This design comes from an exercise in tuning for small area on the open sky130 flow, not from production work.
The RTL was checked by simulation tests, not by an equivalence proof against the original design.
Power figures rest on the tool's default switching activity, not on a simulated workload.

==> flow/design.v <==
package pool_pkg;
  localparam logic MODE_MAX = 1'b0;
  localparam logic MODE_AVG = 1'b1;
  typedef enum logic [1:0] {
    ST_IDLE,
    ST_RUN,
    ST_FLUSH
  } state_t;
endpackage
module pool_lane_alu
#(
  parameter int unsigned DATA_WIDTH = 16,
  parameter int unsigned ACC_W      = 18,
  parameter int unsigned SHIFT      = 2
) (
  input  logic                  MODE,
  input  logic                  SEED,     
  input  logic                  FINAL,    
  input  logic [ACC_W-1:0]      ACC,      
  input  logic [DATA_WIDTH-1:0] PIX,
  output logic [ACC_W-1:0]      NEXT,     
  output logic [ACC_W-2:0]      PAIR      
);
  localparam int unsigned LO = ACC_W / 2;
  localparam int unsigned HI = ACC_W - LO;
  logic [ACC_W-1:0] pix_ext, opb, sum, comb;
  logic [HI-1:0]    sum_hi0, sum_hi1;
  logic             sub, take_pix, c_lo;
  assign sub     = (MODE != pool_pkg::MODE_AVG);
  assign pix_ext = ACC_W'($signed(PIX));
  assign opb     = pix_ext ^ {ACC_W{sub}};
  pool_rca #(.W(LO)) u_lo  (.A(ACC[LO-1:0]),     .B(opb[LO-1:0]),     .CI(sub),  .S(sum[LO-1:0]), .CO(c_lo));
  pool_rca #(.W(HI)) u_hi0 (.A(ACC[ACC_W-1:LO]), .B(opb[ACC_W-1:LO]), .CI(1'b0), .S(sum_hi0),     .CO());
  pool_rca #(.W(HI)) u_hi1 (.A(ACC[ACC_W-1:LO]), .B(opb[ACC_W-1:LO]), .CI(1'b1), .S(sum_hi1),     .CO());
  assign sum[ACC_W-1:LO] = c_lo ? sum_hi1 : sum_hi0;
  assign take_pix = sum[ACC_W-1] | SEED;
  assign comb     = sub ? (take_pix ? pix_ext : ACC) : sum;
  assign NEXT[ACC_W-1:DATA_WIDTH] = comb[ACC_W-1:DATA_WIDTH];
  assign NEXT[DATA_WIDTH-1:0]     = (!sub && FINAL) ? sum[SHIFT +: DATA_WIDTH] : comb[DATA_WIDTH-1:0];
  assign PAIR = comb[ACC_W-2:0];
endmodule
module pool_rca
#(
  parameter int unsigned W = 9
) (
  input  logic [W-1:0] A,
  input  logic [W-1:0] B,
  input  logic         CI,
  output logic [W-1:0] S,
  output logic         CO
);
  logic [W:0] c;
  assign c[0] = CI;
  for (genvar i = 0; i < W; i++) begin : g_bit
    assign S[i]   = A[i] ^ B[i] ^ c[i];
    assign c[i+1] = (A[i] & B[i]) | (c[i] & (A[i] ^ B[i]));
  end
  assign CO = c[W];
endmodule
module pool_engine
#(
  parameter int unsigned DATA_WIDTH = 16,
  parameter int unsigned NUM_PE     = 4,
  parameter int unsigned POOL_X     = 2,
  parameter int unsigned POOL_Y     = 2,
  parameter int unsigned MAX_OUT_W  = 32,
  parameter int unsigned DIM_WIDTH  = 10
) (
  input  logic                 CLK,
  input  logic                 RESET,
  input  logic                 START,
  input  logic [DIM_WIDTH-1:0] CFG_ROW_W,
  input  logic [DIM_WIDTH-1:0] CFG_ROWS,
  input  logic                 CFG_MODE,
  input  logic                 IN_VALID,
  output logic                 IN_READY,
  input  logic [DATA_WIDTH*NUM_PE-1:0] DATA_IN,
  output logic                 OUT_VALID,
  input  logic                 OUT_READY,
  output logic [DATA_WIDTH*NUM_PE-1:0] DATA_OUT,
  output logic                 BUSY,
  output logic                 DONE
);
  localparam int unsigned ACC_W = DATA_WIDTH + 2;    
  localparam int unsigned BUF_W = DATA_WIDTH + 1;    
  localparam int unsigned ROW_W = BUF_W * NUM_PE;
  logic                 run, flush, out_valid, done;
  logic                 mode, py;
  logic [DIM_WIDTH-1:0] x, x_inc, row_w, rows_left, rows_dec;
  logic [DIM_WIDTH:0]   xc, rc;
  logic                 out_free, accept, px, last_x, last_y;
  logic                 win_done, buf_we;
  logic [MAX_OUT_W-1:0] col;
  logic [ROW_W-1:0]     wr_bus, rd_raw, rd_row;
  logic [MAX_OUT_W-1:0] prep, rsel;
  logic                 phase;
  logic [ACC_W-1:0]     acc  [NUM_PE];
  logic [ACC_W-1:0]     opa  [NUM_PE];
  logic [ACC_W-1:0]     nxt  [NUM_PE];
  logic [BUF_W-1:0]     pair [NUM_PE];
  assign out_free = !out_valid || OUT_READY;
  assign IN_READY = run && out_free;
  assign accept   = IN_VALID && run && out_free;
  assign xc[0] = 1'b1;
  assign rc[0] = 1'b1;
  for (genvar i = 0; i < DIM_WIDTH; i++) begin : g_cnt
    assign x_inc[i]    = x[i] ^ xc[i];
    assign xc[i+1]     = x[i] & xc[i];
    assign rows_dec[i] = rows_left[i] ^ rc[i];
    assign rc[i+1]     = !rows_left[i] & rc[i];
  end
  assign px       = x[0];
  assign last_x   = (x_inc == row_w);
  assign last_y   = (rows_left == DIM_WIDTH'(1));
  assign win_done = accept && px && py && (col != '0);
  assign buf_we   = accept && px && !py;
  assign prep = py ? '0 : col;
  assign rsel = py ? col : '0;
  pool_row_buf #(
    .ENTRIES (MAX_OUT_W),
    .WIDTH   (ROW_W)
  ) u_rbuf (
    .CLK    (CLK),
    .PREP   (prep),
    .WR_BUS (wr_bus),
    .RSEL   (rsel),
    .RD     (rd_raw)
  );
  assign rd_row = rd_raw ^ {ROW_W{phase && py}};    
  for (genvar l = 0; l < NUM_PE; l++) begin : g_lane
    assign opa[l] = px ? acc[l] : ACC_W'($signed(rd_row[l*BUF_W +: BUF_W]));
    assign wr_bus[l*BUF_W +: BUF_W] = buf_we ? (pair[l] ^ {BUF_W{phase}}) : '1;
    pool_lane_alu #(
      .DATA_WIDTH (DATA_WIDTH),
      .ACC_W      (ACC_W),
      .SHIFT      (2)
    ) u_alu (
      .MODE  (mode),
      .SEED  (!px && !py),
      .FINAL (px && py),
      .ACC   (opa[l]),
      .PIX   (DATA_IN[l*DATA_WIDTH +: DATA_WIDTH]),
      .NEXT  (nxt[l]),
      .PAIR  (pair[l])
    );
    assign DATA_OUT[l*DATA_WIDTH +: DATA_WIDTH] = acc[l][DATA_WIDTH-1:0];
  end
  assign OUT_VALID = out_valid;
  assign BUSY      = run || flush;
  assign DONE      = done;
  always_ff @(posedge CLK) begin
    if (accept) begin
      for (int l = 0; l < NUM_PE; l++) acc[l] <= nxt[l];
    end
    phase <= !phase;
  end
  always_ff @(posedge CLK) begin
    if (!run && !flush && START) begin
      row_w     <= CFG_ROW_W;
      rows_left <= CFG_ROWS;
      mode      <= CFG_MODE;
      x         <= '0;
      col       <= MAX_OUT_W'(1);
      py        <= 1'b0;
    end else if (accept) begin
      if (last_x) begin
        x         <= '0;
        col       <= MAX_OUT_W'(1);
        py        <= !py;
        rows_left <= rows_dec;
      end else begin
        x <= x_inc;
        if (px) col <= col << 1;
      end
    end
  end
  always_ff @(posedge CLK or posedge RESET) begin
    if (RESET) begin
      run       <= 1'b0;
      flush     <= 1'b0;
      out_valid <= 1'b0;
      done      <= 1'b0;
    end else begin
      done <= flush && out_free;
      if (win_done)       out_valid <= 1'b1;
      else if (OUT_READY) out_valid <= 1'b0;
      if (!run && !flush) begin
        if (START) run <= 1'b1;
      end else if (run) begin
        if (accept && last_x && last_y) begin
          run   <= 1'b0;
          flush <= 1'b1;
        end
      end else if (out_free) begin
        flush <= 1'b0;
      end
    end
  end
endmodule
module pool_row_buf
#(
  parameter int unsigned ENTRIES = 32,
  parameter int unsigned WIDTH   = 68
) (
  input  logic               CLK,
  input  logic [ENTRIES-1:0] PREP,
  input  logic [WIDTH-1:0]   WR_BUS,
  input  logic [ENTRIES-1:0] RSEL,
  output logic [WIDTH-1:0]   RD
);
  logic [WIDTH-1:0] mem [ENTRIES];
  always_ff @(posedge CLK) begin
    for (int k = 0; k < ENTRIES; k++) mem[k] <= ~(({WIDTH{PREP[k]}} & WR_BUS) | mem[k]);
  end
  always_comb begin
    RD = '0;
    for (int k = 0; k < ENTRIES; k++) RD = RD | ({WIDTH{RSEL[k]}} & mem[k]);
  end
endmodule
clock: 10.0 ns
lec_check: 0
cap_margin: 20
core_margin: 2
core_utilization: 60
cts_cluster_diameter: 100
cts_cluster_size: 30
slew_margin: 20
synth_hierarchical: 1
run.sh (not shown) runs the stock make flow with config.mk's settings and CLKGATE_MAP_FILE= SYNTH_SCRIPT=/design/flow/synth_recipe.tcl, a recipe that flattens the netlist after the stock synthesis.
The first run went through all stages and came out clean.
==> next run, changes <==
--- a/flow/design.v
+++ b/flow/design.v
@@ -19,22 +19,29 @@
   input  logic [ACC_W-1:0]      ACC,      
   input  logic [DATA_WIDTH-1:0] PIX,
   output logic [ACC_W-1:0]      NEXT,     
   output logic [ACC_W-2:0]      PAIR      
 );
-  localparam int unsigned LO = ACC_W / 2;
-  localparam int unsigned HI = ACC_W - LO;
+  localparam int unsigned B0 = ACC_W / 3;
+  localparam int unsigned B1 = ACC_W / 3;
+  localparam int unsigned B2 = ACC_W - B0 - B1;
   logic [ACC_W-1:0] pix_ext, opb, sum, comb;
-  logic [HI-1:0]    sum_hi0, sum_hi1;
-  logic             sub, take_pix, c_lo;
+  logic [B1-1:0]    s1_0, s1_1;
+  logic [B2-1:0]    s2_0, s2_1;
+  logic             c1, c1_0, c1_1, c2;
+  logic             sub, take_pix;
   assign sub     = (MODE != pool_pkg::MODE_AVG);
   assign pix_ext = ACC_W'($signed(PIX));
   assign opb     = pix_ext ^ {ACC_W{sub}};
-  pool_rca #(.W(LO)) u_lo  (.A(ACC[LO-1:0]),     .B(opb[LO-1:0]),     .CI(sub),  .S(sum[LO-1:0]), .CO(c_lo));
-  pool_rca #(.W(HI)) u_hi0 (.A(ACC[ACC_W-1:LO]), .B(opb[ACC_W-1:LO]), .CI(1'b0), .S(sum_hi0),     .CO());
-  pool_rca #(.W(HI)) u_hi1 (.A(ACC[ACC_W-1:LO]), .B(opb[ACC_W-1:LO]), .CI(1'b1), .S(sum_hi1),     .CO());
-  assign sum[ACC_W-1:LO] = c_lo ? sum_hi1 : sum_hi0;
+  pool_rca #(.W(B0)) u_b0   (.A(ACC[B0-1:0]),        .B(opb[B0-1:0]),        .CI(sub),  .S(sum[B0-1:0]), .CO(c1));
+  pool_rca #(.W(B1)) u_b1_0 (.A(ACC[B0+B1-1:B0]),    .B(opb[B0+B1-1:B0]),    .CI(1'b0), .S(s1_0),        .CO(c1_0));
+  pool_rca #(.W(B1)) u_b1_1 (.A(ACC[B0+B1-1:B0]),    .B(opb[B0+B1-1:B0]),    .CI(1'b1), .S(s1_1),        .CO(c1_1));
+  pool_rca #(.W(B2)) u_b2_0 (.A(ACC[ACC_W-1:B0+B1]), .B(opb[ACC_W-1:B0+B1]), .CI(1'b0), .S(s2_0),        .CO());
+  pool_rca #(.W(B2)) u_b2_1 (.A(ACC[ACC_W-1:B0+B1]), .B(opb[ACC_W-1:B0+B1]), .CI(1'b1), .S(s2_1),        .CO());
+  assign sum[B0+B1-1:B0]    = c1 ? s1_1 : s1_0;
+  assign c2                 = c1 ? c1_1 : c1_0;
+  assign sum[ACC_W-1:B0+B1] = c2 ? s2_1 : s2_0;
   assign take_pix = sum[ACC_W-1] | SEED;
   assign comb     = sub ? (take_pix ? pix_ext : ACC) : sum;
   assign NEXT[ACC_W-1:DATA_WIDTH] = comb[ACC_W-1:DATA_WIDTH];
   assign NEXT[DATA_WIDTH-1:0]     = (!sub && FINAL) ? sum[SHIFT +: DATA_WIDTH] : comb[DATA_WIDTH-1:0];
   assign PAIR = comb[ACC_W-2:0];
@@ -88,11 +95,13 @@
   logic                 mode, py;
   logic [DIM_WIDTH-1:0] x, x_inc, row_w, rows_left, rows_dec;
   logic [DIM_WIDTH:0]   xc, rc;
   logic                 out_free, accept, px, last_x, last_y;
   logic                 win_done, buf_we;
-  logic [MAX_OUT_W-1:0] col;
+  localparam int unsigned OXW = $clog2(MAX_OUT_W);
+  logic [OXW-1:0]       ox;
+  logic                 in_range;
   logic [ROW_W-1:0]     wr_bus, rd_raw, rd_row;
   logic [MAX_OUT_W-1:0] prep, rsel;
   logic                 phase;
   logic [ACC_W-1:0]     acc  [NUM_PE];
   logic [ACC_W-1:0]     opa  [NUM_PE];
@@ -110,14 +119,18 @@
     assign rc[i+1]     = !rows_left[i] & rc[i];
   end
   assign px       = x[0];
   assign last_x   = (x_inc == row_w);
   assign last_y   = (rows_left == DIM_WIDTH'(1));
-  assign win_done = accept && px && py && (col != '0);
+  assign ox       = x[OXW:1];
+  assign in_range = (x[DIM_WIDTH-1:OXW+1] == '0);
+  assign win_done = accept && px && py && in_range;
   assign buf_we   = accept && px && !py;
-  assign prep = py ? '0 : col;
-  assign rsel = py ? col : '0;
+  for (genvar k = 0; k < MAX_OUT_W; k++) begin : g_sel
+    assign prep[k] = !py && in_range && (ox == OXW'(k));
+    assign rsel[k] = py && (ox == OXW'(k));
+  end
   pool_row_buf #(
     .ENTRIES (MAX_OUT_W),
     .WIDTH   (ROW_W)
   ) u_rbuf (
     .CLK    (CLK),
@@ -158,21 +171,18 @@
     if (!run && !flush && START) begin
       row_w     <= CFG_ROW_W;
       rows_left <= CFG_ROWS;
       mode      <= CFG_MODE;
       x         <= '0;
-      col       <= MAX_OUT_W'(1);
       py        <= 1'b0;
     end else if (accept) begin
       if (last_x) begin
         x         <= '0;
-        col       <= MAX_OUT_W'(1);
         py        <= !py;
         rows_left <= rows_dec;
       end else begin
         x <= x_inc;
-        if (px) col <= col << 1;
       end
     end
   end
   always_ff @(posedge CLK or posedge RESET) begin
     if (RESET) begin
What happened:
- final area decreases by 0.71%
- clock power goes down by about 2%
- total power grows by 2.3%
- clock skew grows by 0.012 ns
- area after synthesis went down by 0.97%
- non-clock buffer count goes down by 24
- sequential share of layout area drops by 0.35 points
- first-iteration DRC count fell by 1.4%
- worst setup slack gains 0.12 ns
- count of clock-buffer cells in the layout went down by 3
- sequential power rose by about 4%
- sequential cell count falls by 32
- combinational power rose by about 1%

-- re-timing with driven ports --
How much do the figures lean on ideal ports? The routed layouts below were timed once more, with nothing changed but the port constraints.
Step 1 (the two cells are an assumption about what drives the block):
set clk [get_ports {CLK}]
set_driving_cell -lib_cell sky130_fd_sc_hd__clkbuf_16 $clk
set_driving_cell -lib_cell sky130_fd_sc_hd__buf_2 [delete_from_list [all_inputs] $clk]
Step 2 adds t to the input delays and takes it off the output delays; t is the mean of the earliest and latest rising clock arrival at the registers after step 1. Input paths then give back, and output paths get back, about the clock's delay inside the block.
Three values: ideal ports, drivers, drivers and shift; two values: the first two.
run	t (ns)	setup WS [ns]	hold slack, ns	worst slew at a driven data input, ns
the first run	0.833	0.700 / 0.700 / 0.700	0.413 / 0.413 / 0.413	0.13
the second run	0.821	0.823 / 0.823 / 0.823	0.413 / 0.413 / 0.413	0.13
After both steps every run listed still meets setup and hold.
